This design comes from an exercise in tuning for small area, a short achievable clock period and few clock cycles per item on the open sky130 flow, not from production work. No functional check of the RTL was part of any run shown here.

==> flow/design.v (outline; a module is shown in full before it is edited, if it fits) <==
// module yuv2rgb_top: 597 lines
module yuv2rgb_top #(
	parameter int img_width = 320,
	parameter int img_height = 240
) (
	input logic CLOCK_50_I,
	input logic Resetn,
	input logic start,
	input logic [15:0] read_data,
	output logic [15:0] write_data,
	output logic [17:0] address,
	output logic write_en_n,
	output logic done
);
  // ...
==> flow/flow/run.sh <==
#!/bin/bash
# Standard layout, with the port buffers made from buf_1 cells instead of the
# default choice (a delay buffer): smaller, and faster to the outputs.
set -e
export BUFFER_PORTS_ARGS="-buffer_cell sky130_fd_sc_hd__buf_1"
bash standard.sh > standard.log 2>&1
==> flow/standard.sh <==
#!/bin/bash
# synth_recipe.tcl (not shown) runs the flow's synth.tcl, then flattens the netlist and writes it again
# the make line also repeats each setting of config.mk as NAME=value (left out here)
make -C /OpenROAD-flow-scripts/flow DESIGN_CONFIG=/design/flow/config.mk WORK_HOME=/design/flow/orfs CLKGATE_MAP_FILE= SYNTH_SCRIPT=/design/flow/synth_recipe.tcl "${@:-finish}"
==> flow/config.mk <==
export PLATFORM = sky130hd
export DESIGN_NAME = yuv2rgb_top
export DESIGN_NICKNAME = yuv2rgb_top
export VERILOG_FILES = /design/flow/design.v
export SDC_FILE = /design/flow/constraint.sdc
export NUM_CORES = 4
export LEC_CHECK = 0
export CAP_MARGIN = 20
export CORE_MARGIN = 2
export CORE_UTILIZATION = 40
export CTS_BUF_LIST = sky130_fd_sc_hd__clkbuf_16
export CTS_CLUSTER_DIAMETER = 120
export CTS_CLUSTER_SIZE = 20
export SLEW_MARGIN = 20
==> flow/constraint.sdc <==
create_clock -name core_clock -period 11.0 [get_ports {CLOCK_50_I}]
set_input_delay 2.2000 -clock core_clock [delete_from_list [all_inputs] [get_ports {CLOCK_50_I}]]
set_output_delay 2.2000 -clock core_clock [all_outputs]
set_load 0.01 [all_outputs]
==> flow_summary.toml, run 1 <==
[worst_hold_path]
hold_path.class = "reg -> reg"
hold_depth = 0

[route]
routed.top_layer = "met4"
wl_met1_um = 25800
postRouteAntennaNets = 0
vias = 15900

[layout]
finish.utilization_pct = 43.6
clk_share_pct = 2.77
stdcell_count = 3229
numSequentialCells = 445
register_area_um2 = 10700
n_fill_cell = 5986
drive_gt1_share_pct = 3.44
areaGrowthSynthToFinish_pct = 7.79
n_clock_buffer = 26

[run_status]
status = "complete, no violations"

[timing]
relSlewSlack_pct = 27.6
setup_viol = 0
timing.hold.ws_ns = 0.414

[cts]
cts_hold_buf = 0
post_cts_buffers = 0
clkTransAtPathRegs_ns = 0.09

[logic_synthesis]
syn_nets = 2765
synth_top_area_share_pct = 20.8
synth.area.top_cells = "edfxtp_1, dfxtp_1, fa_1, ha_1, inv_1"

[floorplan]
coreArea_um2 = 63000
ioPinCount = 55

[place]
placed_cells = 3183

[grt]
grt_use_total_pct = 17.2
grt_pass1_vias = 16400
==> module yuv2rgb_top, before the edit <==
module yuv2rgb_top #(
	parameter int img_width = 320,
	parameter int img_height = 240
) (
	input logic CLOCK_50_I,
	input logic Resetn,
	input logic start,
	input logic [15:0] read_data,
	output logic [15:0] write_data,
	output logic [17:0] address,
	output logic write_en_n,
	output logic done
);
	localparam int macros_per_row = img_width / 4;
	localparam int n_pairs = img_width * img_height / 2;
	localparam logic [17:0] u_base = 18'(img_width * img_height / 2);
	localparam logic [17:0] v_base = 18'(img_width * img_height * 3 / 4);
	localparam logic [16:0] rgb_first = 17'(146944 - 131072);
	localparam logic [15:0] y_end = 16'(n_pairs / 2 + 1);
	localparam logic [17:0] u_base2 = u_base + 18'd2;
	localparam logic [17:0] v_base2 = v_base + 18'd2;
	localparam logic [6:0] col_idle = 7'(macros_per_row - 2);
	logic active;
	logic write_en;
	logic [3:0] ph;
	logic [15:0] mc;
	logic [6:0] col;
	logic wr_ok;
	logic [16:0] rgb;
	logic finish;
	logic wr_ok_n;
	logic wr_issue;
	logic [17:0] c_addr;
	assign finish = active && (ph == 4'd6) && (mc == y_end);
	assign wr_ok_n = wr_ok || ((ph == 4'd6) && (col == 7'd0));
	assign wr_issue = active && !finish && wr_ok_n && ((ph == 4'd1) || (ph == 4'd2)
		|| (ph == 4'd4) || (ph == 4'd5) || (ph == 4'd6) || (ph == 4'd8));
	assign c_addr = ((ph == 4'd0) ? v_base2 : u_base2) + {{2{mc[15]}}, mc};
	always_ff @(posedge CLOCK_50_I or negedge Resetn) begin
		if (!Resetn) begin
			active <= 1'b0;
			ph <= 4'd9;
			done <= 1'b0;
			write_en <= 1'b0;
		end else begin
			done <= finish;
			write_en <= wr_issue;
			if (!active) begin
				if (start) begin
					active <= 1'b1;
					ph <= 4'd0;
				end else begin
					ph <= 4'd9;
				end
			end else if (finish) begin
				active <= 1'b0;
				ph <= 4'd9;
			end else begin
				ph <= (ph == 4'd9) ? 4'd0 : ph + 4'd1;
			end
		end
	end
	always_ff @(posedge CLOCK_50_I) begin
		if (!active || finish) begin
			mc <= 16'hfffe;
			col <= col_idle;
			wr_ok <= 1'b0;
			rgb <= rgb_first;
		end else begin
			wr_ok <= wr_ok_n;
			if (ph == 4'd3) begin
				mc <= mc + 16'd1;
			end
			if (ph == 4'd7) begin
				col <= (col == 7'(macros_per_row - 1)) ? 7'd0 : col + 7'd1;
			end
			if (wr_issue) begin
				rgb <= rgb + 17'd1;
			end
		end
		case (ph)
			4'd3: address <= {1'b0, mc, 1'b1};
			4'd7: address <= {1'b0, mc, 1'b0};
			4'd9, 4'd0: address <= c_addr;
			4'd1, 4'd2: address <= {1'b1, rgb[16:1], ~rgb[0]};
			default: address <= {1'b1, rgb};
		endcase
	end
	assign write_en_n = !write_en;
	logic [7:0] cw [0:11];
	logic [7:0] us, vs;
	logic n_allc, n_a, n_b;
	logic vsel;
	logic cl_l0, cl_l1, cl_r7, cl_r8, cl_r9;
	assign n_allc = (ph == 4'd9) || (ph == 4'd0) || (ph == 4'd3) || (ph == 4'd4);
	assign n_a = (ph == 4'd1) || (ph == 4'd2);
	assign n_b = (ph == 4'd5) || (ph == 4'd6);
	always_ff @(posedge CLOCK_50_I) begin
		if ((ph == 4'd2) || (ph == 4'd3) || (ph == 4'd6) || (ph == 4'd7)) begin
			for (int k = 0; k < 11; k++) begin
				cw[k] <= cw[k + 1];
			end
			case (ph)
				4'd6: cw[11] <= us;
				4'd7: cw[11] <= vs;
				default: cw[11] <= read_data[15:8];
			endcase
		end
		if (ph == 4'd2) begin
			us <= read_data[7:0];
		end
		if (ph == 4'd3) begin
			vs <= read_data[7:0];
		end
		vsel <= (ph == 4'd0) || (ph == 4'd4);
		cl_l0 <= n_allc || (n_a && (col == 7'd0));
		cl_l1 <= n_b && (col == 7'd0);
		cl_r7 <= n_b && (col == 7'(macros_per_row - 2));
		cl_r8 <= n_a && (col == 7'(macros_per_row - 1));
		cl_r9 <= n_allc || (n_b && (col == 7'(macros_per_row - 1)));
	end
	logic [7:0] e0, e1, e2, e3, e4, e5;
	logic [7:0] t0, t1, t3, t4, t5;
	logic [8:0] tap_a, tap_b, tap_c;
	logic [16:0] f_ra, f_rb, f_sum;
	logic [8:0] fir_out;
	assign e0 = cw[0];
	assign e1 = cw[2];
	assign e2 = vsel ? cw[5] : cw[4];
	assign e3 = cw[6];
	assign e4 = cw[8];
	assign e5 = cw[10];
	assign t0 = cl_l0 ? e2 : (cl_l1 ? e1 : e0);
	assign t1 = cl_l0 ? e2 : e1;
	assign t3 = cl_r9 ? e2 : e3;
	assign t4 = cl_r9 ? e2 : (cl_r8 ? e3 : e4);
	assign t5 = cl_r9 ? e2 : (cl_r8 ? e3 : (cl_r7 ? e4 : e5));
	always_ff @(posedge CLOCK_50_I) begin
		tap_a <= {1'b0, t0} + {1'b0, t5};
		tap_b <= {1'b0, t1} + {1'b0, t4};
		tap_c <= {1'b0, e2} + {1'b0, t3};
	end
	logic hf_s0, hf_c1, hf_s2, hf_c3, hf_s4, hf_c5, hf_s6, hf_c7, hf_s8, hf_c9, hf_s10, hf_c11, hf_s12, hf_c13, hf_s14, hf_c15, hf_s16, hf_c17, hf_s18, hf_c19, hf_s20, hf_c21, hf_s22, hf_c23, hf_s24, hf_c25, hf_s26, hf_c27, hf_s28, hf_c29, hf_s30, hf_c31, hf_s32, hf_c33, hf_s34, hf_c35, hf_s36, hf_c37, hf_s38, hf_c39, hf_s40, hf_c41, hf_s42, hf_c43, hf_s44, hf_c45, hf_s46, hf_c47, hf_s48, hf_c49, hf_s50, hf_c51, hf_s52, hf_c53, hf_s54, hf_c55, hf_s56, hf_c57, hf_s58, hf_c59, hf_s60, hf_c61, hf_s62, hf_c63, hf_s64, hf_c65, hf_s66, hf_c67, hf_s68, hf_c69, hf_s70, hf_c71, hf_s72, hf_c73, hf_s74, hf_c75, hf_s76, hf_c77, hf_s78, hf_c79, hf_s80, hf_c81, hf_s82, hf_c83, hf_s84, hf_c85, hf_s86, hf_c87, hf_s88, hf_c89, hf_s90, hf_c91, hf_s92, hf_c93, hf_s94, hf_c95, hf_s96, hf_c97, hf_s98, hf_c99, hf_s100, hf_c101, hf_s102, hf_c103, hf_s104, hf_c105, hf_s106, hf_c107, hf_s108, hf_c109, hf_s110, hf_c111, hf_s112, hf_c113, hf_s114, hf_c115, hf_s116, hf_c117, hf_s118, hf_c119, hf_s120, hf_c121, hf_s122, hf_c123, hf_s124, hf_c125, hf_s126, hf_c127, hf_s128, hf_c129, hf_s130, hf_c131, hf_s132, hf_c133, hf_s134, hf_c135, hf_s136, hf_c137, hf_s138, hf_c139, hf_s140, hf_c141, hf_s142, hf_c143;
	assign {hf_c1, hf_s0} = {1'b0, tap_a[7]} + {1'b0, tap_a[5]};
	assign {hf_c3, hf_s2} = {1'b0, tap_a[8]} + {1'b0, tap_a[6]};
	assign {hf_c5, hf_s4} = {1'b0, tap_a[5]} + {1'b0, tap_a[3]};
	assign {hf_c7, hf_s6} = {1'b0, tap_a[6]} + {1'b0, tap_a[4]} + {1'b0, tap_a[2]};
	assign {hf_c9, hf_s8} = {1'b0, ~tap_b[4]} + {1'b0, tap_b[2]} + {1'b0, ~tap_b[0]};
	assign {hf_c11, hf_s10} = {1'b0, tap_a[3]} + {1'b0, ~tap_b[5]} + {1'b0, tap_b[3]};
	assign {hf_c13, hf_s12} = {1'b0, ~tap_b[1]} + {1'b0, ~tap_c[7]} + {1'b0, tap_c[2]};
	assign hf_s14 = ~tap_c[0];
	assign hf_c15 = tap_c[0];
	assign {hf_c17, hf_s16} = {1'b0, tap_a[4]} + {1'b0, ~tap_b[6]} + {1'b0, tap_b[4]};
	assign {hf_c19, hf_s18} = {1'b0, ~tap_b[2]} + {1'b0, ~tap_c[8]} + {1'b0, tap_c[3]};
	assign {hf_c21, hf_s20} = {1'b0, tap_c[1]} + {1'b0, hf_c1} + {1'b0, hf_s2};
	assign {hf_c23, hf_s22} = {1'b0, tap_a[7]} + {1'b0, tap_a[5]} + {1'b0, ~tap_b[7]};
	assign {hf_c25, hf_s24} = {1'b0, tap_b[5]} + {1'b0, ~tap_b[3]} + {1'b0, tap_c[4]};
	assign hf_s26 = ~(tap_c[2] ^ hf_c3);
	assign hf_c27 = tap_c[2] | hf_c3;
	assign {hf_c29, hf_s28} = {1'b0, tap_a[8]} + {1'b0, tap_a[6]} + {1'b0, ~tap_b[8]};
	assign {hf_c31, hf_s30} = {1'b0, tap_b[6]} + {1'b0, ~tap_b[4]} + {1'b0, tap_c[5]};
	assign hf_s32 = ~tap_c[3];
	assign hf_c33 = tap_c[3];
	assign {hf_c35, hf_s34} = {1'b0, tap_a[7]} + {1'b0, tap_b[7]} + {1'b0, ~tap_b[5]};
	assign {hf_c37, hf_s36} = {1'b0, tap_a[8]} + {1'b0, tap_b[8]};
	assign {hf_c39, hf_s38} = {1'b0, tap_a[2]} + {1'b0, tap_a[0]};
	assign {hf_c41, hf_s40} = {1'b0, tap_a[3]} + {1'b0, tap_a[1]};
	assign {hf_c43, hf_s42} = {1'b0, tap_a[4]} + {1'b0, tap_a[2]} + {1'b0, tap_a[0]};
	assign {hf_c45, hf_s44} = {1'b0, ~tap_b[2]} + {1'b0, tap_b[0]};
	assign {hf_c47, hf_s46} = {1'b0, tap_a[1]} + {1'b0, ~tap_b[3]} + {1'b0, tap_b[1]};
	assign {hf_c49, hf_s48} = {1'b0, ~tap_c[5]} + {1'b0, tap_c[0]} + {1'b0, hf_s4};
	assign hf_s50 = ~(~tap_c[6] ^ tap_c[1]);
	assign hf_c51 = ~tap_c[6] | tap_c[1];
	assign {hf_c53, hf_s52} = {1'b0, hf_c5} + {1'b0, hf_s6} + {1'b0, hf_s8};
	assign {hf_c55, hf_s54} = {1'b0, hf_s14} + {1'b0, hf_s0} + {1'b0, hf_c7};
	assign {hf_c57, hf_s56} = {1'b0, hf_c9} + {1'b0, hf_s10} + {1'b0, hf_s12};
	assign {hf_c59, hf_s58} = {1'b0, hf_c15} + {1'b0, hf_c11} + {1'b0, hf_c13};
	assign {hf_c61, hf_s60} = {1'b0, hf_s16} + {1'b0, hf_s18} + {1'b0, hf_s20};
	assign {hf_c63, hf_s62} = {1'b0, hf_c17} + {1'b0, hf_c19} + {1'b0, hf_s22};
	assign {hf_c65, hf_s64} = {1'b0, hf_s24} + {1'b0, hf_c21} + {1'b0, hf_s26};
	assign {hf_c67, hf_s66} = {1'b0, hf_s32} + {1'b0, hf_c23} + {1'b0, hf_c25};
	assign {hf_c69, hf_s68} = {1'b0, hf_s28} + {1'b0, hf_s30} + {1'b0, hf_c27};
	assign {hf_c71, hf_s70} = {1'b0, tap_c[6]} + {1'b0, tap_c[4]} + {1'b0, hf_c33};
	assign {hf_c73, hf_s72} = {1'b0, hf_c29} + {1'b0, hf_c31} + {1'b0, hf_s34};
	assign {hf_c75, hf_s74} = {1'b0, ~tap_b[6]} + {1'b0, tap_c[7]} + {1'b0, tap_c[5]};
	assign hf_s76 = ~(hf_s36 ^ hf_c35);
	assign hf_c77 = hf_s36 | hf_c35;
	assign {hf_c79, hf_s78} = {1'b0, ~tap_b[7]} + {1'b0, tap_c[8]} + {1'b0, tap_c[6]};
	assign hf_s80 = ~hf_c37;
	assign hf_c81 = hf_c37;
	assign {hf_c83, hf_s82} = {1'b0, ~tap_b[8]} + {1'b0, tap_c[7]};
	assign {hf_c85, hf_s84} = {1'b0, ~tap_b[0]} + {1'b0, ~tap_c[2]};
	assign {hf_c87, hf_s86} = {1'b0, ~tap_b[1]} + {1'b0, ~tap_c[3]} + {1'b0, hf_c39};
	assign {hf_c89, hf_s88} = {1'b0, ~tap_c[4]} + {1'b0, hf_c41} + {1'b0, hf_s44};
	assign {hf_c91, hf_s90} = {1'b0, hf_c45} + {1'b0, hf_c43} + {1'b0, hf_s46};
	assign {hf_c93, hf_s92} = {1'b0, hf_c47} + {1'b0, hf_s50} + {1'b0, hf_c49};
	assign {hf_c95, hf_s94} = {1'b0, hf_c51} + {1'b0, hf_c53} + {1'b0, hf_s54};
	assign {hf_c97, hf_s96} = {1'b0, hf_c55} + {1'b0, hf_c57} + {1'b0, hf_s58};
	assign {hf_c99, hf_s98} = {1'b0, hf_c59} + {1'b0, hf_s62} + {1'b0, hf_c61};
	assign {hf_c101, hf_s100} = {1'b0, hf_c63} + {1'b0, hf_s66} + {1'b0, hf_c65};
	assign {hf_c103, hf_s102} = {1'b0, hf_s70} + {1'b0, hf_c67} + {1'b0, hf_s72};
	assign {hf_c105, hf_s104} = {1'b0, hf_s74} + {1'b0, hf_c71} + {1'b0, hf_c73};
	assign {hf_c107, hf_s106} = {1'b0, hf_c75} + {1'b0, hf_s78} + {1'b0, hf_s80};
	assign hf_s108 = ~(hf_s82 ^ hf_c79);
	assign hf_c109 = hf_s82 | hf_c79;
	assign hf_s110 = ~tap_c[8];
	assign hf_c111 = tap_c[8];
	assign {hf_c113, hf_s112} = {1'b0, tap_a[0]} + {1'b0, ~tap_c[0]};
	assign {hf_c115, hf_s114} = {1'b0, tap_a[1]} + {1'b0, ~tap_c[1]};
	assign hf_s116 = ~(hf_s84 ^ hf_s38);
	assign hf_c117 = hf_s84 | hf_s38;
	assign {hf_c119, hf_s118} = {1'b0, hf_c85} + {1'b0, hf_s40} + {1'b0, hf_s86};
	assign {hf_c121, hf_s120} = {1'b0, hf_s42} + {1'b0, hf_c87} + {1'b0, hf_s88};
	assign {hf_c123, hf_s122} = {1'b0, hf_c89} + {1'b0, hf_s48} + {1'b0, hf_s90};
	assign {hf_c125, hf_s124} = {1'b0, hf_c91} + {1'b0, hf_s52} + {1'b0, hf_s92};
	assign {hf_c127, hf_s126} = {1'b0, hf_s56} + {1'b0, hf_c93} + {1'b0, hf_s94};
	assign {hf_c129, hf_s128} = {1'b0, hf_s60} + {1'b0, hf_c95} + {1'b0, hf_s96};
	assign {hf_c131, hf_s130} = {1'b0, hf_s64} + {1'b0, hf_c97} + {1'b0, hf_s98};
	assign {hf_c133, hf_s132} = {1'b0, hf_s68} + {1'b0, hf_c99} + {1'b0, hf_s100};
	assign {hf_c135, hf_s134} = {1'b0, hf_c69} + {1'b0, hf_s102} + {1'b0, hf_c101};
	assign {hf_c137, hf_s136} = {1'b0, hf_s76} + {1'b0, hf_c103} + {1'b0, hf_s104};
	assign {hf_c139, hf_s138} = {1'b0, hf_c77} + {1'b0, hf_s106} + {1'b0, hf_c105};
	assign {hf_c141, hf_s140} = {1'b0, hf_c81} + {1'b0, hf_s108} + {1'b0, hf_c107};
	assign {hf_c143, hf_s142} = {1'b0, hf_s110} + {1'b0, hf_c83} + {1'b0, hf_c109};
	assign f_ra = {hf_c143, hf_c141, hf_c139, hf_c137, hf_c135, hf_c133, hf_c131, hf_c129, hf_c127, hf_c125, hf_c123, hf_c121, hf_c119, hf_c117, hf_c115, hf_c113, hf_s112};
	assign f_rb = {hf_c111, hf_s142, hf_s140, hf_s138, hf_s136, hf_s134, hf_s132, hf_s130, hf_s128, hf_s126, hf_s124, hf_s122, hf_s120, hf_s118, hf_s116, hf_s114, 1'b1};
	logic [8:0] f_lo;
	logic [8:0] fh_a, fh_b;
	logic fh_c;
	assign f_lo = {1'b0, f_ra[7:0]} + {1'b0, f_rb[7:0]};
	always_ff @(posedge CLOCK_50_I) begin
		fh_a <= f_ra[16:8];
		fh_b <= f_rb[16:8];
		fh_c <= f_lo[8];
	end
	assign f_sum = {fh_a, fh_c, 7'd0} + {fh_b, fh_c, 7'd0};
	assign fir_out = f_sum[16:8];
	logic [15:0] yreg;
	logic [7:0] l_in;
	logic [23:0] l_ra, l_rb;
	logic [23:0] l_reg;
	logic [8:0] pu_p, pu_n, pv_p, pv_n;
	logic [26:0] sr_ra, sr_rb, sg_ra, sg_rb, sb_ra, sb_rb;
	logic [16:0] lo_r, lo_b;
	logic [12:0] lo_g;
	logic [10:0] mr_a, mr_b, mb_a, mb_b;
	logic [14:0] mg_a, mg_b;
	logic mr_c, mg_c, mb_c;
	logic [11:0] hr, hb;
	logic [15:0] hg;
	logic [7:0] pix_r, pix_g, pix_b;
	logic [7:0] save_b;
	logic [15:0] save_gb;
	function automatic logic [7:0] clip8(input logic [10:0] s);
		if (s[10]) begin
			clip8 = 8'd0;
		end else if (s[9:8] != 2'd0) begin
			clip8 = 8'd255;
		end else begin
			clip8 = s[7:0];
		end
	endfunction
	assign l_in = yreg[15:8];
	logic hl_s0, hl_c1, hl_s2, hl_c3, hl_s4, hl_c5, hl_s6, hl_c7, hl_s8, hl_c9, hl_s10, hl_c11, hl_s12, hl_c13, hl_s14, hl_c15, hl_s16, hl_c17, hl_s18, hl_c19, hl_s20, hl_c21, hl_s22, hl_c23, hl_s24, hl_c25, hl_s26, hl_c27, hl_s28, hl_c29, hl_s30, hl_c31, hl_s32, hl_c33, hl_s34, hl_c35, hl_s36, hl_c37, hl_s38, hl_c39;
	assign {hl_c1, hl_s0} = {1'b0, l_in[7]} + {1'b0, l_in[5]};
	assign {hl_c3, hl_s2} = {1'b0, l_in[5]} + {1'b0, l_in[3]};
	assign {hl_c5, hl_s4} = {1'b0, l_in[6]} + {1'b0, l_in[4]};
	assign hl_s6 = ~(l_in[3] ^ l_in[0]);
	assign hl_c7 = l_in[3] | l_in[0];
	assign {hl_c9, hl_s8} = {1'b0, l_in[6]} + {1'b0, l_in[4]} + {1'b0, l_in[1]};
	assign {hl_c11, hl_s10} = {1'b0, l_in[7]} + {1'b0, l_in[5]} + {1'b0, l_in[2]};
	assign {hl_c13, hl_s12} = {1'b0, l_in[6]} + {1'b0, l_in[3]};
	assign {hl_c15, hl_s14} = {1'b0, l_in[2]} + {1'b0, l_in[0]};
	assign hl_s16 = ~(l_in[3] ^ l_in[1]);
	assign hl_c17 = l_in[3] | l_in[1];
	assign {hl_c19, hl_s18} = {1'b0, l_in[4]} + {1'b0, l_in[2]} + {1'b0, l_in[0]};
	assign hl_s20 = ~(l_in[1] ^ hl_s2);
	assign hl_c21 = l_in[1] | hl_s2;
	assign {hl_c23, hl_s22} = {1'b0, l_in[2]} + {1'b0, hl_c3} + {1'b0, hl_s4};
	assign {hl_c25, hl_s24} = {1'b0, hl_c5} + {1'b0, hl_s0} + {1'b0, hl_s6};
	assign {hl_c27, hl_s26} = {1'b0, hl_c1} + {1'b0, hl_c7} + {1'b0, hl_s8};
	assign hl_s28 = ~(hl_c9 ^ hl_s10);
	assign hl_c29 = hl_c9 | hl_s10;
	assign hl_s30 = ~(hl_s12 ^ hl_c11);
	assign hl_c31 = hl_s12 | hl_c11;
	assign {hl_c33, hl_s32} = {1'b0, l_in[7]} + {1'b0, l_in[4]} + {1'b0, hl_c13};
	assign hl_s34 = ~l_in[5];
	assign hl_c35 = l_in[5];
	assign hl_s36 = ~l_in[6];
	assign hl_c37 = l_in[6];
	assign hl_s38 = ~l_in[7];
	assign hl_c39 = l_in[7];
	assign l_ra = {1'b1, hl_c39, hl_c37, hl_c35, hl_c33, hl_c31, hl_c29, hl_c27, hl_c25, hl_c23, hl_c21, hl_c19, hl_c17, hl_c15, hl_s14, l_in[1], ~l_in[7], ~l_in[6], ~l_in[5], ~l_in[4], ~l_in[3], ~l_in[2], ~l_in[1], ~l_in[0]};
	assign l_rb = {1'b0, 1'b1, hl_s38, hl_s36, hl_s34, hl_s32, hl_s30, hl_s28, hl_s26, hl_s24, hl_s22, hl_s20, hl_s18, hl_s16, 1'b1, 1'b1, l_in[0], 1'b0, 1'b0, 1'b1, 1'b0, 1'b0, 1'b0, 1'b1};
	logic hr_s0, hr_c1, hr_s2, hr_c3, hr_s4, hr_c5, hr_s6, hr_c7, hr_s8, hr_c9, hr_s10, hr_c11, hr_s12, hr_c13, hr_s14, hr_c15, hr_s16, hr_c17, hr_s18, hr_c19, hr_s20, hr_c21, hr_s22, hr_c23, hr_s24, hr_c25, hr_s26, hr_c27, hr_s28, hr_c29, hr_s30, hr_c31, hr_s32, hr_c33, hr_s34, hr_c35, hr_s36, hr_c37, hr_s38, hr_c39, hr_s40, hr_c41, hr_s42, hr_c43, hr_s44, hr_c45, hr_s46, hr_c47, hr_s48, hr_c49, hr_s50, hr_c51, hr_s52, hr_c53, hr_s54, hr_c55, hr_s56, hr_c57, hr_s58, hr_c59, hr_s60, hr_c61, hr_s62, hr_c63, hr_s64, hr_c65, hr_s66, hr_c67, hr_s68, hr_c69, hr_s70, hr_c71, hr_s72, hr_c73, hr_s74, hr_c75, hr_s76, hr_c77, hr_s78, hr_c79, hr_s80, hr_c81, hr_s82, hr_c83, hr_s84, hr_c85, hr_s86, hr_c87, hr_s88, hr_c89, hr_s90, hr_c91, hr_s92, hr_c93, hr_s94, hr_c95, hr_s96, hr_c97, hr_s98, hr_c99, hr_s100, hr_c101, hr_s102, hr_c103, hr_s104, hr_c105, hr_s106, hr_c107, hr_s108, hr_c109, hr_s110, hr_c111, hr_s112, hr_c113, hr_s114, hr_c115, hr_s116, hr_c117, hr_s118, hr_c119, hr_s120, hr_c121, hr_s122, hr_c123, hr_s124, hr_c125, hr_s126, hr_c127, hr_s128, hr_c129, hr_s130, hr_c131, hr_s132, hr_c133, hr_s134, hr_c135, hr_s136, hr_c137, hr_s138, hr_c139;
	assign {hr_c1, hr_s0} = {1'b0, l_reg[5]} + {1'b0, pv_n[7]};
	assign {hr_c3, hr_s2} = {1'b0, l_reg[6]} + {1'b0, pv_p[8]} + {1'b0, pv_p[6]};
	assign {hr_c5, hr_s4} = {1'b0, pv_p[4]} + {1'b0, pv_p[1]};
	assign {hr_c7, hr_s6} = {1'b0, l_reg[7]} + {1'b0, pv_p[7]} + {1'b0, pv_p[5]};
	assign hr_s8 = pv_n[2];
	assign hr_c9 = pv_p[2];
	assign {hr_c11, hr_s10} = {1'b0, l_reg[8]} + {1'b0, pv_n[8]} + {1'b0, pv_p[6]};
	assign {hr_c13, hr_s12} = {1'b0, l_reg[9]} + {1'b0, pv_p[7]};
	assign {hr_c15, hr_s14} = {1'b0, l_reg[10]} + {1'b0, pv_n[8]} + {1'b0, pv_p[5]};
	assign {hr_c17, hr_s16} = {1'b0, l_reg[11]} + {1'b0, pv_p[6]} + {1'b0, pv_n[2]};
	assign {hr_c19, hr_s18} = {1'b0, l_reg[12]} + {1'b0, pv_p[7]} + {1'b0, pv_n[3]};
	assign {hr_c21, hr_s20} = {1'b0, l_reg[13]} + {1'b0, pv_n[8]} + {1'b0, pv_n[4]};
	assign {hr_c23, hr_s22} = {1'b0, pv_p[2]} + {1'b0, pv_n[0]};
	assign {hr_c25, hr_s24} = {1'b0, l_reg[14]} + {1'b0, pv_n[5]} + {1'b0, pv_p[3]};
	assign hr_s26 = ~pv_n[1];
	assign hr_c27 = pv_n[1];
	assign {hr_c29, hr_s28} = {1'b0, l_reg[15]} + {1'b0, pv_n[6]} + {1'b0, pv_p[4]};
	assign hr_s30 = ~(pv_n[2] ^ pv_p[0]);
	assign hr_c31 = pv_n[2] | pv_p[0];
	assign {hr_c33, hr_s32} = {1'b0, l_reg[16]} + {1'b0, pv_n[7]} + {1'b0, pv_p[5]};
	assign hr_s34 = ~(pv_n[3] ^ pv_p[1]);
	assign hr_c35 = pv_n[3] | pv_p[1];
	assign {hr_c37, hr_s36} = {1'b0, l_reg[17]} + {1'b0, pv_p[8]} + {1'b0, pv_p[6]};
	assign {hr_c39, hr_s38} = {1'b0, pv_n[4]} + {1'b0, pv_p[2]};
	assign {hr_c41, hr_s40} = {1'b0, l_reg[18]} + {1'b0, pv_p[7]} + {1'b0, pv_n[5]};
	assign hr_s42 = pv_n[3];
	assign hr_c43 = pv_p[3];
	assign {hr_c45, hr_s44} = {1'b0, l_reg[19]} + {1'b0, pv_n[8]} + {1'b0, pv_n[6]};
	assign {hr_c47, hr_s46} = {1'b0, l_reg[20]} + {1'b0, pv_n[7]};
	assign {hr_c49, hr_s48} = {1'b0, l_reg[2]} + {1'b0, pv_n[4]};
	assign {hr_c51, hr_s50} = {1'b0, l_reg[3]} + {1'b0, pv_n[5]} + {1'b0, pv_p[3]};
	assign {hr_c53, hr_s52} = {1'b0, l_reg[4]} + {1'b0, pv_n[6]} + {1'b0, pv_p[4]};
	assign {hr_c55, hr_s54} = {1'b0, pv_p[5]} + {1'b0, pv_p[3]} + {1'b0, pv_p[0]};
	assign hr_s56 = ~(hr_c1 ^ hr_s4);
	assign hr_c57 = hr_c1 | hr_s4;
	assign {hr_c59, hr_s58} = {1'b0, hr_c5} + {1'b0, hr_s8} + {1'b0, hr_c3};
	assign {hr_c61, hr_s60} = {1'b0, pv_p[3]} + {1'b0, hr_c9} + {1'b0, hr_c7};
	assign {hr_c63, hr_s62} = {1'b0, pv_p[4]} + {1'b0, pv_n[0]} + {1'b0, hr_s12};
	assign hr_s64 = ~(pv_n[1] ^ hr_c13);
	assign hr_c65 = pv_n[1] | hr_c13;
	assign hr_s66 = ~(pv_p[0] ^ hr_c15);
	assign hr_c67 = pv_p[0] | hr_c15;
	assign hr_s68 = ~(pv_p[1] ^ hr_c17);
	assign hr_c69 = pv_p[1] | hr_c17;
	assign hr_s70 = ~(hr_s22 ^ hr_c19);
	assign hr_c71 = hr_s22 | hr_c19;
	assign {hr_c73, hr_s72} = {1'b0, hr_c23} + {1'b0, hr_s26} + {1'b0, hr_c21};
	assign {hr_c75, hr_s74} = {1'b0, hr_c27} + {1'b0, hr_c25} + {1'b0, hr_s28};
	assign {hr_c77, hr_s76} = {1'b0, hr_c29} + {1'b0, hr_c31} + {1'b0, hr_s32};
	assign {hr_c79, hr_s78} = {1'b0, hr_s38} + {1'b0, hr_c33} + {1'b0, hr_c35};
	assign {hr_c81, hr_s80} = {1'b0, hr_c39} + {1'b0, hr_s42} + {1'b0, hr_c37};
	assign {hr_c83, hr_s82} = {1'b0, pv_p[4]} + {1'b0, hr_c43} + {1'b0, hr_c41};
	assign hr_s84 = ~(pv_p[5] ^ hr_s46);
	assign hr_c85 = pv_p[5] | hr_s46;
	assign {hr_c87, hr_s86} = {1'b0, l_reg[21]} + {1'b0, pv_p[8]} + {1'b0, pv_p[6]};
	assign {hr_c89, hr_s88} = {1'b0, l_reg[22]} + {1'b0, pv_p[7]};
	assign {hr_c91, hr_s90} = {1'b0, ~l_reg[23]} + {1'b0, pv_n[8]};
	assign {hr_c93, hr_s92} = {1'b0, l_reg[0]} + {1'b0, pv_n[2]};
	assign {hr_c95, hr_s94} = {1'b0, l_reg[1]} + {1'b0, pv_n[3]} + {1'b0, pv_p[1]};
	assign {hr_c97, hr_s96} = {1'b0, pv_p[2]} + {1'b0, pv_p[0]} + {1'b0, hr_s48};
	assign {hr_c99, hr_s98} = {1'b0, pv_p[1]} + {1'b0, hr_c49} + {1'b0, hr_s50};
	assign {hr_c101, hr_s100} = {1'b0, pv_p[2]} + {1'b0, hr_c51} + {1'b0, hr_s52};
	assign {hr_c103, hr_s102} = {1'b0, hr_s0} + {1'b0, hr_c53} + {1'b0, hr_s54};
	assign {hr_c105, hr_s104} = {1'b0, hr_c55} + {1'b0, hr_s2} + {1'b0, hr_s56};
	assign {hr_c107, hr_s106} = {1'b0, hr_s6} + {1'b0, hr_c57} + {1'b0, hr_s58};
	assign {hr_c109, hr_s108} = {1'b0, hr_s10} + {1'b0, hr_c59} + {1'b0, hr_s60};
	assign {hr_c111, hr_s110} = {1'b0, hr_c11} + {1'b0, hr_s62} + {1'b0, hr_c61};
	assign {hr_c113, hr_s112} = {1'b0, hr_s14} + {1'b0, hr_c63} + {1'b0, hr_s64};
	assign {hr_c115, hr_s114} = {1'b0, hr_s16} + {1'b0, hr_c65} + {1'b0, hr_s66};
	assign {hr_c117, hr_s116} = {1'b0, hr_s18} + {1'b0, hr_c67} + {1'b0, hr_s68};
	assign {hr_c119, hr_s118} = {1'b0, hr_s20} + {1'b0, hr_c69} + {1'b0, hr_s70};
	assign {hr_c121, hr_s120} = {1'b0, hr_s24} + {1'b0, hr_c71} + {1'b0, hr_s72};
	assign {hr_c123, hr_s122} = {1'b0, hr_s30} + {1'b0, hr_c73} + {1'b0, hr_s74};
	assign {hr_c125, hr_s124} = {1'b0, hr_s34} + {1'b0, hr_c75} + {1'b0, hr_s76};
	assign {hr_c127, hr_s126} = {1'b0, hr_s36} + {1'b0, hr_c77} + {1'b0, hr_s78};
	assign {hr_c129, hr_s128} = {1'b0, hr_s40} + {1'b0, hr_c79} + {1'b0, hr_s80};
	assign {hr_c131, hr_s130} = {1'b0, hr_s44} + {1'b0, hr_c81} + {1'b0, hr_s82};
	assign {hr_c133, hr_s132} = {1'b0, hr_c45} + {1'b0, hr_s84} + {1'b0, hr_c83};
	assign {hr_c135, hr_s134} = {1'b0, hr_c47} + {1'b0, hr_s86} + {1'b0, hr_c85};
	assign hr_s136 = ~(hr_s88 ^ hr_c87);
	assign hr_c137 = hr_s88 | hr_c87;
	assign hr_s138 = ~(hr_c89 ^ hr_s90);
	assign hr_c139 = hr_c89 | hr_s90;
	assign sr_ra = {hr_c139, hr_c137, hr_c135, hr_c133, hr_c131, hr_c129, hr_c127, hr_c125, hr_c123, hr_c121, hr_c119, hr_c117, hr_c115, hr_c113, hr_c111, hr_c109, hr_c107, hr_c105, hr_c103, hr_c101, hr_c99, hr_c97, hr_c95, hr_c93, hr_s92, pv_n[1], pv_n[0]};
	assign sr_rb = {hr_c91, hr_s138, hr_s136, hr_s134, hr_s132, hr_s130, hr_s128, hr_s126, hr_s124, hr_s122, hr_s120, hr_s118, hr_s116, hr_s114, hr_s112, hr_s110, hr_s108, hr_s106, hr_s104, hr_s102, hr_s100, hr_s98, hr_s96, hr_s94, pv_p[0], 1'b0, 1'b1};
	logic hg_s0, hg_c1, hg_s2, hg_c3, hg_s4, hg_c5, hg_s6, hg_c7, hg_s8, hg_c9, hg_s10, hg_c11, hg_s12, hg_c13, hg_s14, hg_c15, hg_s16, hg_c17, hg_s18, hg_c19, hg_s20, hg_c21, hg_s22, hg_c23, hg_s24, hg_c25, hg_s26, hg_c27, hg_s28, hg_c29, hg_s30, hg_c31, hg_s32, hg_c33, hg_s34, hg_c35, hg_s36, hg_c37, hg_s38, hg_c39, hg_s40, hg_c41, hg_s42, hg_c43, hg_s44, hg_c45, hg_s46, hg_c47, hg_s48, hg_c49, hg_s50, hg_c51, hg_s52, hg_c53, hg_s54, hg_c55, hg_s56, hg_c57, hg_s58, hg_c59, hg_s60, hg_c61, hg_s62, hg_c63, hg_s64, hg_c65, hg_s66, hg_c67, hg_s68, hg_c69, hg_s70, hg_c71, hg_s72, hg_c73, hg_s74, hg_c75, hg_s76, hg_c77, hg_s78, hg_c79, hg_s80, hg_c81, hg_s82, hg_c83, hg_s84, hg_c85, hg_s86, hg_c87, hg_s88, hg_c89, hg_s90, hg_c91, hg_s92, hg_c93, hg_s94, hg_c95, hg_s96, hg_c97, hg_s98, hg_c99, hg_s100, hg_c101, hg_s102, hg_c103, hg_s104, hg_c105, hg_s106, hg_c107, hg_s108, hg_c109, hg_s110, hg_c111, hg_s112, hg_c113, hg_s114, hg_c115, hg_s116, hg_c117, hg_s118, hg_c119, hg_s120, hg_c121, hg_s122, hg_c123, hg_s124, hg_c125, hg_s126, hg_c127, hg_s128, hg_c129, hg_s130, hg_c131, hg_s132, hg_c133, hg_s134, hg_c135, hg_s136, hg_c137, hg_s138, hg_c139, hg_s140, hg_c141, hg_s142, hg_c143, hg_s144, hg_c145, hg_s146, hg_c147, hg_s148, hg_c149, hg_s150, hg_c151, hg_s152, hg_c153, hg_s154, hg_c155, hg_s156, hg_c157, hg_s158, hg_c159, hg_s160, hg_c161, hg_s162, hg_c163;
	assign {hg_c1, hg_s0} = {1'b0, l_reg[14]} + {1'b0, pu_n[6]} + {1'b0, pu_p[3]};
	assign {hg_c3, hg_s2} = {1'b0, l_reg[15]} + {1'b0, pu_n[7]} + {1'b0, pu_p[4]};
	assign {hg_c5, hg_s4} = {1'b0, l_reg[16]} + {1'b0, pu_p[8]} + {1'b0, pu_p[5]};
	assign {hg_c7, hg_s6} = {1'b0, pu_n[3]} + {1'b0, pv_n[6]};
	assign {hg_c9, hg_s8} = {1'b0, l_reg[17]} + {1'b0, pu_p[6]} + {1'b0, pu_n[4]};
	assign {hg_c11, hg_s10} = {1'b0, pv_n[7]} + {1'b0, pv_p[5]};
	assign {hg_c13, hg_s12} = {1'b0, l_reg[18]} + {1'b0, pu_p[7]} + {1'b0, pu_n[5]};
	assign {hg_c15, hg_s14} = {1'b0, l_reg[3]} + {1'b0, pu_p[2]};
	assign {hg_c17, hg_s16} = {1'b0, l_reg[4]} + {1'b0, pu_p[3]} + {1'b0, pu_n[1]};
	assign {hg_c19, hg_s18} = {1'b0, pv_n[6]} + {1'b0, pv_n[1]};
	assign {hg_c21, hg_s20} = {1'b0, l_reg[5]} + {1'b0, pu_p[4]} + {1'b0, pu_n[2]};
	assign {hg_c23, hg_s22} = {1'b0, pv_n[7]} + {1'b0, pv_n[2]};
	assign {hg_c25, hg_s24} = {1'b0, l_reg[6]} + {1'b0, pu_p[5]} + {1'b0, pu_n[3]};
	assign hg_s26 = ~(pv_p[8] ^ pv_n[3]);
	assign hg_c27 = pv_p[8] | pv_n[3];
	assign {hg_c29, hg_s28} = {1'b0, l_reg[7]} + {1'b0, pu_p[6]} + {1'b0, pu_n[4]};
	assign hg_s30 = ~pv_n[4];
	assign hg_c31 = pv_n[4];
	assign {hg_c33, hg_s32} = {1'b0, l_reg[8]} + {1'b0, pu_p[7]} + {1'b0, pu_n[5]};
	assign {hg_c35, hg_s34} = {1'b0, pu_n[0]} + {1'b0, pv_n[5]};
	assign {hg_c37, hg_s36} = {1'b0, l_reg[9]} + {1'b0, pu_n[8]} + {1'b0, pu_n[6]};
	assign hg_s38 = ~(pu_n[1] ^ pv_n[6]);
	assign hg_c39 = pu_n[1] | pv_n[6];
	assign {hg_c41, hg_s40} = {1'b0, l_reg[10]} + {1'b0, pu_n[7]} + {1'b0, pu_n[2]};
	assign {hg_c43, hg_s42} = {1'b0, pv_n[7]} + {1'b0, pv_n[0]};
	assign {hg_c45, hg_s44} = {1'b0, l_reg[11]} + {1'b0, pu_p[8]} + {1'b0, pu_n[3]};
	assign {hg_c47, hg_s46} = {1'b0, pu_p[0]} + {1'b0, pv_p[8]} + {1'b0, pv_n[1]};
	assign {hg_c49, hg_s48} = {1'b0, l_reg[12]} + {1'b0, pu_n[4]} + {1'b0, pu_p[1]};
	assign hg_s50 = ~(pv_n[2] ^ pv_p[0]);
	assign hg_c51 = pv_n[2] | pv_p[0];
	assign {hg_c53, hg_s52} = {1'b0, l_reg[13]} + {1'b0, pu_n[5]} + {1'b0, pu_p[2]};
	assign {hg_c55, hg_s54} = {1'b0, pu_n[0]} + {1'b0, pv_n[3]} + {1'b0, pv_p[1]};
	assign {hg_c57, hg_s56} = {1'b0, pu_n[1]} + {1'b0, pv_n[4]} + {1'b0, pv_p[2]};
	assign hg_s58 = ~(pv_n[0] ^ hg_s0);
	assign hg_c59 = pv_n[0] | hg_s0;
	assign {hg_c61, hg_s60} = {1'b0, pu_n[2]} + {1'b0, pv_n[5]} + {1'b0, pv_p[3]};
	assign {hg_c63, hg_s62} = {1'b0, pv_n[1]} + {1'b0, hg_c1} + {1'b0, hg_s2};
	assign hg_s64 = ~(pv_p[4] ^ pv_n[2]);
	assign hg_c65 = pv_p[4] | pv_n[2];
	assign {hg_c67, hg_s66} = {1'b0, hg_s6} + {1'b0, hg_c3} + {1'b0, hg_s4};
	assign hg_s68 = ~(pv_n[3] ^ hg_c7);
	assign hg_c69 = pv_n[3] | hg_c7;
	assign {hg_c71, hg_s70} = {1'b0, hg_s10} + {1'b0, hg_c5} + {1'b0, hg_s8};
	assign {hg_c73, hg_s72} = {1'b0, pv_p[8]} + {1'b0, pv_p[6]} + {1'b0, pv_n[4]};
	assign {hg_c75, hg_s74} = {1'b0, hg_c11} + {1'b0, hg_c9} + {1'b0, hg_s12};
	assign {hg_c77, hg_s76} = {1'b0, l_reg[19]} + {1'b0, pu_n[8]} + {1'b0, pu_n[6]};
	assign {hg_c79, hg_s78} = {1'b0, pv_p[7]} + {1'b0, pv_n[5]} + {1'b0, hg_c13};
	assign {hg_c81, hg_s80} = {1'b0, l_reg[20]} + {1'b0, pu_n[7]} + {1'b0, pv_n[8]};
	assign {hg_c83, hg_s82} = {1'b0, pu_n[0]} + {1'b0, pv_n[5]};
	assign hg_s84 = ~(hg_c15 ^ hg_s18);
	assign hg_c85 = hg_c15 | hg_s18;
	assign {hg_c87, hg_s86} = {1'b0, hg_c19} + {1'b0, hg_s22} + {1'b0, hg_c17};
	assign {hg_c89, hg_s88} = {1'b0, hg_c23} + {1'b0, hg_c21} + {1'b0, hg_s24};
	assign {hg_c91, hg_s90} = {1'b0, hg_s30} + {1'b0, hg_c25} + {1'b0, hg_c27};
	assign {hg_c93, hg_s92} = {1'b0, hg_c31} + {1'b0, hg_s34} + {1'b0, hg_c29};
	assign {hg_c95, hg_s94} = {1'b0, hg_c35} + {1'b0, hg_c33} + {1'b0, hg_s36};
	assign {hg_c97, hg_s96} = {1'b0, hg_s42} + {1'b0, hg_c37} + {1'b0, hg_c39};
	assign {hg_c99, hg_s98} = {1'b0, hg_c43} + {1'b0, hg_c41} + {1'b0, hg_s44};
	assign {hg_c101, hg_s100} = {1'b0, hg_c45} + {1'b0, hg_c47} + {1'b0, hg_s48};
	assign {hg_c103, hg_s102} = {1'b0, hg_c49} + {1'b0, hg_c51} + {1'b0, hg_s52};
	assign {hg_c105, hg_s104} = {1'b0, hg_c53} + {1'b0, hg_c55} + {1'b0, hg_s56};
	assign {hg_c107, hg_s106} = {1'b0, hg_c57} + {1'b0, hg_s60} + {1'b0, hg_c59};
	assign {hg_c109, hg_s108} = {1'b0, hg_c61} + {1'b0, hg_s64} + {1'b0, hg_c63};
	assign {hg_c111, hg_s110} = {1'b0, hg_c65} + {1'b0, hg_s68} + {1'b0, hg_c67};
	assign {hg_c113, hg_s112} = {1'b0, hg_s72} + {1'b0, hg_c69} + {1'b0, hg_c71};
	assign {hg_c115, hg_s114} = {1'b0, hg_c73} + {1'b0, hg_s76} + {1'b0, hg_c75};
	assign {hg_c117, hg_s116} = {1'b0, pv_n[6]} + {1'b0, hg_c77} + {1'b0, hg_s80};
	assign {hg_c119, hg_s118} = {1'b0, l_reg[21]} + {1'b0, pu_p[8]} + {1'b0, pv_n[7]};
	assign {hg_c121, hg_s120} = {1'b0, l_reg[1]} + {1'b0, pu_p[0]};
	assign {hg_c123, hg_s122} = {1'b0, l_reg[2]} + {1'b0, pu_p[1]} + {1'b0, pv_n[4]};
	assign {hg_c125, hg_s124} = {1'b0, pv_n[0]} + {1'b0, hg_s82} + {1'b0, hg_s14};
	assign {hg_c127, hg_s126} = {1'b0, hg_c83} + {1'b0, hg_s16} + {1'b0, hg_s84};
	assign {hg_c129, hg_s128} = {1'b0, hg_s20} + {1'b0, hg_c85} + {1'b0, hg_s86};
	assign {hg_c131, hg_s130} = {1'b0, hg_s26} + {1'b0, hg_c87} + {1'b0, hg_s88};
	assign {hg_c133, hg_s132} = {1'b0, hg_s28} + {1'b0, hg_c89} + {1'b0, hg_s90};
	assign {hg_c135, hg_s134} = {1'b0, hg_s32} + {1'b0, hg_c91} + {1'b0, hg_s92};
	assign {hg_c137, hg_s136} = {1'b0, hg_s38} + {1'b0, hg_c93} + {1'b0, hg_s94};
	assign {hg_c139, hg_s138} = {1'b0, hg_s40} + {1'b0, hg_c95} + {1'b0, hg_s96};
	assign {hg_c141, hg_s140} = {1'b0, hg_s46} + {1'b0, hg_c97} + {1'b0, hg_s98};
	assign {hg_c143, hg_s142} = {1'b0, hg_s50} + {1'b0, hg_c99} + {1'b0, hg_s100};
	assign {hg_c145, hg_s144} = {1'b0, hg_s54} + {1'b0, hg_c101} + {1'b0, hg_s102};
	assign {hg_c147, hg_s146} = {1'b0, hg_c103} + {1'b0, hg_s104} + {1'b0, hg_s58};
	assign {hg_c149, hg_s148} = {1'b0, hg_c105} + {1'b0, hg_s62} + {1'b0, hg_s106};
	assign {hg_c151, hg_s150} = {1'b0, hg_s66} + {1'b0, hg_c107} + {1'b0, hg_s108};
	assign {hg_c153, hg_s152} = {1'b0, hg_s70} + {1'b0, hg_c109} + {1'b0, hg_s110};
	assign {hg_c155, hg_s154} = {1'b0, hg_s74} + {1'b0, hg_c111} + {1'b0, hg_s112};
	assign {hg_c157, hg_s156} = {1'b0, hg_s78} + {1'b0, hg_c113} + {1'b0, hg_s114};
	assign {hg_c159, hg_s158} = {1'b0, hg_s116} + {1'b0, hg_c79} + {1'b0, hg_c115};
	assign {hg_c161, hg_s160} = {1'b0, hg_s118} + {1'b0, hg_c81} + {1'b0, hg_c117};
	assign {hg_c163, hg_s162} = {1'b0, l_reg[22]} + {1'b0, pv_p[8]} + {1'b0, hg_c119};
	assign sg_ra = {1'b1, hg_c163, hg_c161, hg_c159, hg_c157, hg_c155, hg_c153, hg_c151, hg_c149, hg_c147, hg_c145, hg_c143, hg_c141, hg_c139, hg_c137, hg_c135, hg_c133, hg_c131, hg_c129, hg_c127, hg_c125, hg_c123, hg_c121, hg_s120, l_reg[0], pv_n[1], pv_n[0]};
	assign sg_rb = {1'b0, ~l_reg[23], hg_s162, hg_s160, hg_s158, hg_s156, hg_s154, hg_s152, hg_s150, hg_s148, hg_s146, hg_s144, hg_s142, hg_s140, hg_s138, hg_s136, hg_s134, hg_s132, hg_s130, hg_s128, hg_s126, hg_s124, hg_s122, pv_n[3], pv_n[2], 1'b0, 1'b1};
	logic hb_s0, hb_c1, hb_s2, hb_c3, hb_s4, hb_c5, hb_s6, hb_c7, hb_s8, hb_c9, hb_s10, hb_c11, hb_s12, hb_c13, hb_s14, hb_c15, hb_s16, hb_c17, hb_s18, hb_c19, hb_s20, hb_c21, hb_s22, hb_c23, hb_s24, hb_c25, hb_s26, hb_c27, hb_s28, hb_c29, hb_s30, hb_c31, hb_s32, hb_c33, hb_s34, hb_c35, hb_s36, hb_c37, hb_s38, hb_c39, hb_s40, hb_c41, hb_s42, hb_c43, hb_s44, hb_c45, hb_s46, hb_c47, hb_s48, hb_c49, hb_s50, hb_c51, hb_s52, hb_c53, hb_s54, hb_c55, hb_s56, hb_c57, hb_s58, hb_c59, hb_s60, hb_c61, hb_s62, hb_c63, hb_s64, hb_c65, hb_s66, hb_c67, hb_s68, hb_c69, hb_s70, hb_c71, hb_s72, hb_c73, hb_s74, hb_c75, hb_s76, hb_c77, hb_s78, hb_c79, hb_s80, hb_c81, hb_s82, hb_c83, hb_s84, hb_c85, hb_s86, hb_c87, hb_s88, hb_c89, hb_s90, hb_c91, hb_s92, hb_c93, hb_s94, hb_c95, hb_s96, hb_c97, hb_s98, hb_c99, hb_s100, hb_c101, hb_s102, hb_c103, hb_s104, hb_c105, hb_s106, hb_c107, hb_s108, hb_c109, hb_s110, hb_c111, hb_s112, hb_c113, hb_s114, hb_c115, hb_s116, hb_c117, hb_s118, hb_c119, hb_s120, hb_c121;
	assign {hb_c1, hb_s0} = {1'b0, l_reg[5]} + {1'b0, pu_n[7]};
	assign {hb_c3, hb_s2} = {1'b0, l_reg[6]} + {1'b0, pu_p[8]} + {1'b0, pu_n[6]};
	assign {hb_c5, hb_s4} = {1'b0, pu_p[3]} + {1'b0, pu_p[1]};
	assign {hb_c7, hb_s6} = {1'b0, l_reg[7]} + {1'b0, pu_n[7]} + {1'b0, pu_p[4]};
	assign hb_s8 = pu_n[2];
	assign hb_c9 = pu_p[2];
	assign {hb_c11, hb_s10} = {1'b0, l_reg[8]} + {1'b0, pu_p[8]} + {1'b0, pu_p[5]};
	assign {hb_c13, hb_s12} = {1'b0, pu_p[3]} + {1'b0, pu_p[0]};
	assign {hb_c15, hb_s14} = {1'b0, l_reg[9]} + {1'b0, pu_p[6]} + {1'b0, pu_p[4]};
	assign hb_s16 = pu_n[1];
	assign hb_c17 = pu_p[1];
	assign {hb_c19, hb_s18} = {1'b0, l_reg[10]} + {1'b0, pu_p[7]} + {1'b0, pu_p[5]};
	assign hb_s20 = pu_n[2];
	assign hb_c21 = pu_p[2];
	assign {hb_c23, hb_s22} = {1'b0, l_reg[11]} + {1'b0, pu_n[8]} + {1'b0, pu_p[6]};
	assign {hb_c25, hb_s24} = {1'b0, l_reg[12]} + {1'b0, pu_p[7]};
	assign {hb_c27, hb_s26} = {1'b0, l_reg[0]} + {1'b0, pu_n[2]};
	assign {hb_c29, hb_s28} = {1'b0, l_reg[1]} + {1'b0, pu_n[3]};
	assign {hb_c31, hb_s30} = {1'b0, l_reg[2]} + {1'b0, pu_n[4]};
	assign {hb_c33, hb_s32} = {1'b0, l_reg[3]} + {1'b0, pu_n[5]} + {1'b0, pu_n[3]};
	assign {hb_c35, hb_s34} = {1'b0, l_reg[4]} + {1'b0, pu_n[6]} + {1'b0, pu_n[4]};
	assign {hb_c37, hb_s36} = {1'b0, pu_n[5]} + {1'b0, pu_p[2]} + {1'b0, pu_p[0]};
	assign hb_s38 = ~(hb_c1 ^ hb_s4);
	assign hb_c39 = hb_c1 | hb_s4;
	assign {hb_c41, hb_s40} = {1'b0, hb_c5} + {1'b0, hb_s8} + {1'b0, hb_c3};
	assign {hb_c43, hb_s42} = {1'b0, hb_c9} + {1'b0, hb_s12} + {1'b0, hb_c7};
	assign {hb_c45, hb_s44} = {1'b0, hb_c13} + {1'b0, hb_s16} + {1'b0, hb_c11};
	assign {hb_c47, hb_s46} = {1'b0, hb_c17} + {1'b0, hb_s20} + {1'b0, hb_c15};
	assign {hb_c49, hb_s48} = {1'b0, pu_p[3]} + {1'b0, hb_c21} + {1'b0, hb_c19};
	assign hb_s50 = ~(pu_p[4] ^ hb_s24);
	assign hb_c51 = pu_p[4] | hb_s24;
	assign {hb_c53, hb_s52} = {1'b0, l_reg[13]} + {1'b0, pu_n[8]} + {1'b0, pu_p[5]};
	assign {hb_c55, hb_s54} = {1'b0, l_reg[14]} + {1'b0, pu_p[6]};
	assign {hb_c57, hb_s56} = {1'b0, l_reg[15]} + {1'b0, pu_p[7]} + {1'b0, pu_p[0]};
	assign {hb_c59, hb_s58} = {1'b0, l_reg[16]} + {1'b0, pu_n[8]};
	assign {hb_c61, hb_s60} = {1'b0, l_reg[17]} + {1'b0, pu_p[2]};
	assign {hb_c63, hb_s62} = {1'b0, l_reg[18]} + {1'b0, pu_p[3]};
	assign {hb_c65, hb_s64} = {1'b0, l_reg[19]} + {1'b0, pu_p[4]};
	assign {hb_c67, hb_s66} = {1'b0, l_reg[20]} + {1'b0, pu_p[5]};
	assign {hb_c69, hb_s68} = {1'b0, l_reg[21]} + {1'b0, pu_p[6]};
	assign {hb_c71, hb_s70} = {1'b0, l_reg[22]} + {1'b0, pu_p[7]};
	assign {hb_c73, hb_s72} = {1'b0, ~l_reg[23]} + {1'b0, pu_n[8]};
	assign hb_s74 = ~pu_n[0];
	assign hb_c75 = pu_n[0];
	assign {hb_c77, hb_s76} = {1'b0, pu_n[1]} + {1'b0, hb_c27} + {1'b0, hb_s28};
	assign {hb_c79, hb_s78} = {1'b0, pu_n[2]} + {1'b0, hb_c29} + {1'b0, hb_s30};
	assign {hb_c81, hb_s80} = {1'b0, pu_p[0]} + {1'b0, hb_c31} + {1'b0, hb_s32};
	assign {hb_c83, hb_s82} = {1'b0, pu_p[1]} + {1'b0, hb_c33} + {1'b0, hb_s34};
	assign {hb_c85, hb_s84} = {1'b0, hb_s0} + {1'b0, hb_c35} + {1'b0, hb_s36};
	assign {hb_c87, hb_s86} = {1'b0, hb_c37} + {1'b0, hb_s2} + {1'b0, hb_s38};
	assign {hb_c89, hb_s88} = {1'b0, hb_s6} + {1'b0, hb_c39} + {1'b0, hb_s40};
	assign {hb_c91, hb_s90} = {1'b0, hb_s10} + {1'b0, hb_c41} + {1'b0, hb_s42};
	assign {hb_c93, hb_s92} = {1'b0, hb_s14} + {1'b0, hb_c43} + {1'b0, hb_s44};
	assign {hb_c95, hb_s94} = {1'b0, hb_s18} + {1'b0, hb_c45} + {1'b0, hb_s46};
	assign {hb_c97, hb_s96} = {1'b0, hb_s22} + {1'b0, hb_c47} + {1'b0, hb_s48};
	assign {hb_c99, hb_s98} = {1'b0, hb_c23} + {1'b0, hb_s50} + {1'b0, hb_c49};
	assign {hb_c101, hb_s100} = {1'b0, hb_c25} + {1'b0, hb_s52} + {1'b0, hb_c51};
	assign hb_s102 = ~(hb_s54 ^ hb_c53);
	assign hb_c103 = hb_s54 | hb_c53;
	assign hb_s104 = ~(hb_c55 ^ hb_s56);
	assign hb_c105 = hb_c55 | hb_s56;
	assign {hb_c107, hb_s106} = {1'b0, pu_p[1]} + {1'b0, hb_s58} + {1'b0, hb_c57};
	assign hb_s108 = ~(hb_c59 ^ hb_s60);
	assign hb_c109 = hb_c59 | hb_s60;
	assign hb_s110 = ~(hb_c61 ^ hb_s62);
	assign hb_c111 = hb_c61 | hb_s62;
	assign hb_s112 = ~(hb_c63 ^ hb_s64);
	assign hb_c113 = hb_c63 | hb_s64;
	assign hb_s114 = ~(hb_c65 ^ hb_s66);
	assign hb_c115 = hb_c65 | hb_s66;
	assign hb_s116 = ~(hb_c67 ^ hb_s68);
	assign hb_c117 = hb_c67 | hb_s68;
	assign hb_s118 = ~(hb_c69 ^ hb_s70);
	assign hb_c119 = hb_c69 | hb_s70;
	assign hb_s120 = ~(hb_c71 ^ hb_s72);
	assign hb_c121 = hb_c71 | hb_s72;
	assign sb_ra = {hb_c121, hb_c119, hb_c117, hb_c115, hb_c113, hb_c111, hb_c109, hb_c107, hb_c105, hb_c103, hb_c101, hb_c99, hb_c97, hb_c95, hb_c93, hb_c91, hb_c89, hb_c87, hb_c85, hb_c83, hb_c81, hb_c79, hb_c77, hb_c75, hb_s74, pu_n[1], pu_n[0]};
	assign sb_rb = {hb_c73, hb_s120, hb_s118, hb_s116, hb_s114, hb_s112, hb_s110, hb_s108, hb_s106, hb_s104, hb_s102, hb_s100, hb_s98, hb_s96, hb_s94, hb_s92, hb_s90, hb_s88, hb_s86, hb_s84, hb_s82, hb_s80, hb_s78, hb_s76, hb_s26, 1'b0, 1'b1};
	assign lo_r = {1'b0, sr_ra[15:0]} + {1'b0, sr_rb[15:0]};
	assign lo_g = {1'b0, sg_ra[11:0]} + {1'b0, sg_rb[11:0]};
	assign lo_b = {1'b0, sb_ra[15:0]} + {1'b0, sb_rb[15:0]};
	assign hr = {mr_a, 1'b1} + {mr_b, mr_c};
	assign hg = {mg_a, 1'b1} + {mg_b, mg_c};
	assign hb = {mb_a, 1'b1} + {mb_b, mb_c};
	always_ff @(posedge CLOCK_50_I) begin
		if ((ph == 4'd6) || (ph == 4'd0)) begin
			yreg <= read_data;
		end else if ((ph == 4'd4) || (ph == 4'd8)) begin
			yreg[15:8] <= yreg[7:0];
		end
		l_reg <= l_ra + l_rb;
		pv_p <= fir_out;
		pv_n <= ~fir_out;
		pu_p <= pv_p;
		pu_n <= pv_n;
		mr_a <= sr_ra[26:16];
		mr_b <= sr_rb[26:16];
		mr_c <= lo_r[16];
		mg_a <= sg_ra[26:12];
		mg_b <= sg_rb[26:12];
		mg_c <= lo_g[12];
		mb_a <= sb_ra[26:16];
		mb_b <= sb_rb[26:16];
		mb_c <= lo_b[16];
		if ((ph == 4'd5) || (ph == 4'd7) || (ph == 4'd9) || (ph == 4'd1)) begin
			pix_r <= clip8(hr[11:1]);
			pix_g <= clip8(hg[15:5]);
			pix_b <= clip8(hb[11:1]);
		end
		if ((ph == 4'd7) || (ph == 4'd1)) begin
			save_b <= pix_b;
		end
		if (ph == 4'd9) begin
			save_gb <= {pix_g, pix_b};
		end
		case (ph)
			4'd2: write_data <= save_gb;
			4'd1, 4'd6: write_data <= {pix_r, pix_g};
			4'd4, 4'd8: write_data <= {save_b, pix_r};
			default: write_data <= {pix_g, pix_b};
		endcase
	end
endmodule
==> run 2: changes to the inputs <==
--- a/flow/design.v
+++ b/flow/design.v
@@ -37,3 +37,3 @@
 		|| (ph == 4'd4) || (ph == 4'd5) || (ph == 4'd6) || (ph == 4'd8));
-	assign c_addr = ((ph == 4'd0) ? v_base2 : u_base2) + {{2{mc[15]}}, mc};
+	assign c_addr = (ph == 4'd0) ? (address + (v_base - u_base)) : (u_base2 + {{2{mc[15]}}, mc});
 	always_ff @(posedge CLOCK_50_I or negedge Resetn) begin
--- a/flow/config.mk
+++ b/flow/config.mk
@@ -10,5 +10,2 @@
 export CORE_UTILIZATION = 40
-export CTS_BUF_LIST = sky130_fd_sc_hd__clkbuf_16
-export CTS_CLUSTER_DIAMETER = 120
-export CTS_CLUSTER_SIZE = 20
 export SLEW_MARGIN = 20
==> run 2 against run 1 <==
Still clean. Design area increased by 3.5%. Worst setup slack improved by 0.098 ns. Synthesized cell count decreased by 0.82%. Clock-buffer cell count increased by 35. Critical path type unchanged. Largest cell class unchanged.
==> flow_summary.toml, run 2 <==
[timing]
fmax_mhz = 279
setup_ws_ns = 7.41
setup_viol = 0
min_period_over_period_pct = 32.6
drv_slew = 0
relSlewSlack_pct = 27.5
tightest_slew_ns = 1.09
rsz0062_at_grt = "no"
finalHoldViolations = 0
timing.hold.ws_ns = 0.391
final.setup_skew_ns = 0.0806
tns_ns = 0
final.min_clock_period_ns = 3.59

[place]
dp_slack_ns = 7.47
globalplace.congestion = 0.878
dpl_cell_area_um2 = 26600
port_buffers = 54
placed_cells = 3153
dp_hpwl_um = 43000

[logic_synthesis]
yosysWarnings = 2
syn_nets = 2741
syn_inst = 2294
synth.area.top_cells = "edfxtp_1, dfxtp_1, fa_1, ha_1, inv_1"
ys_seq_area_share_pct = 42.3
synth_top_area_share_pct = 21.7
synth_ff_type = "dfxtp_1"
synth-seq-cells = 445
ys_types = 86
synth_edf_count = 184
synthTopCellsByCount = "inv_1, dfxtp_1, ha_1"
synth-async-reset-ratio_pct = 1.57
synth_most_common_cell = "inv_1"
syn-cell-area_um2 = 25500
syn_area_per_cell_um2 = 11.1
synth_top_cell_by_area = "edfxtp_1"

[route]
postRouteAntennaNets = 0
routed_wl_um = 55400
drc_errors = 0
firstDrtPassIters = 7
avgViaCountPerCell = 4.89
vias = 15900
drt_iter0_drc = 1085
detail_route.wl_per_cell_um = 17.1

[layout]
finalNetCount = 2806
largest_reg_flops = 96
stdcell_count = 3246
layout_commonest_cell = "inv_1"
register_area_um2 = 10800
finish.utilization_pct = 45.0
drive_gt1_share_pct = 5.71
antenna_cells = 0
postLayoutCellArea_um2 = 28400
n_fill_cell = 5942
mostFrequentLayoutCells = "inv_1, dfxtp_1, ha_1"
areaGrowthSynthToFinish_pct = 11.5
multi_input_area_um2 = 12700

[cts]
post_cts_buffers = 0
ctsLongestPathBuffers = 3
clkTransAtPathRegs_ns = 0.06
clock_latency_ns = 0.63
cts_tree = "yes"
clock-sinks = 445
cts_hold_buf = 0
numCtsBuffers = 50
htreeDepth = 2
clock-root-buffer = "clkbuf_16"
cts_resized = 0

[setup_path]
critPathKind = "reg -> reg"
required_ns = 11.37
rrSetupSlack_ns = 7.41
critPathMaxFanout = 22
worstReg2RegStart = "ph[0]"
cp-endpoint = "address[1]"
worst-endpoint-arrival_ns = 3.96
end_kind = "register"
rr_endpoint = "address[1]"
rr_worst_depth = 7
startpoint_type = "register"
startpoint = "ph[0]"

[floorplan]
coreArea_um2 = 63100
num_rows = 92
chipHeight_um = 256
fp.dieArea_um2 = 65700
die_w_um = 256
initial_utilization_pct = 40.4
ioPinCount = 55

[grt]
grt_pass1_vias = 16600
grt_max_degree = 75
grt_first_pass_wirelength_um = 90200
grt_overflow = 0
antenna_found_initial = 1
grt_use_total_pct = 17.3

[run_status]
status = "complete, no violations"

[worst_hold_path]
hold_path.class = "reg -> reg"

[flow_run]
cap_violations = 0
## run 2: cell count changes after synthesis, sizes merged, moves of 8 or more
cell | before | now
dfxtp | 262 | 254
nor2 | 117 | 109
mux2i | 23 | 32
a22oi | 10 | 1
o21ai | 77 | 88
edfxtp | 176 | 184
a21o | 36 | 27
xnor2 | 55 | 75
inv | 455 | 475
nor3b | 16 | 3
a221o | 13 | 4
a21oi | 118 | 127
nand2 | 112 | 72
## run 2: logic make-up (layout without fill, tap and decap cells)
kind of cell	count (synthesis)	after routing	share of synthesized area (%)
buffers and inverters	526	632	7.84
DFF	445	445	42.3
adders and majority gates	428	428	27.1
AOI/OAI and AO/OA	392	392	10.0
and+or+nand+nor	343	343	6.93
xor gates and xnor gates	117	117	4.02
muxes	43	43	1.76
## run 2: how the worst min path moves through the flow
stage | to | start | slack, ns | depth (start not counted)
floorplan | pu_p[0] | pv_p[0] | 0.36 | 0
global placement | pu_p[0] | pv_p[0] | 0.38 | 0
detailed placement | pu_p[0] | pv_p[0] | 0.38 | 0
CTS | pu_p[0] | pv_p[0] | 0.39 | 0
global route | pu_p[0] | pv_p[0] | 0.41 | 0
finish | pu_p[0] | pv_p[0] | 0.39 | 0
## run 2: per-layer routing
metal / track usage [%] / part of all wire, % / routed length [um]
met1: 23.4 / 46 / 25600
met2: 29.0 / 48 / 26400
met3: 2.74 / 4.2 / 2330
met4: 4.38 / 1.9 / 1070
met5: 0 / 0 / 0
## run 2: layout make-up
| class | instances | area share [%] |
|---|---|---|
| Timing Repair Buffer | 64 | 0.977 |
| Multi-Input combinational cell | 1323 | 44.8 |
| Inverter | 475 | 6.27 |
| Tap cell | 846 | 3.72 |
| Clock buffer | 61 | 4.69 |
| Sequential cell | 445 | 38.0 |
| Clock inverter | 32 | 1.57 |
## run 2: worst max-delay path, stage by stage, from the launching register on
cell	delay (ns)
dfstp_2	0.84
nand2b_1	0.15
nor2_1	0.27
nand2_1	0.39
inv_1	0.94
nor3_1	0.18
buf_4	0.25
a221o_1	0.30

what the ideal ports hide:
How much do the figures lean on ideal ports? The routed layouts below were timed once more, with nothing changed but the port constraints.
Step 1 sets driving cells, clkbuf_16 on the clock port and buf_2 on the other inputs (assumed; they add their load-dependent delay and slew).
Step 2 also shifts input and output timing later by t, the mid clock arrival at the registers, as if the neighbouring blocks saw the same clock.
Three values: ideal, step 1, step 2; two values: the first two.
run	t (ns)	setup slack, ns	clock arrival spread, ns	worst slew at a driven data input, ns
run 1	0.645	7.312 / 7.312 / 7.312	0.047 / 0.047	0.13
run 2	0.643	7.411 / 7.411 / 7.411	0.081 / 0.081	0.04
After both steps setup and hold are still met in every run listed.
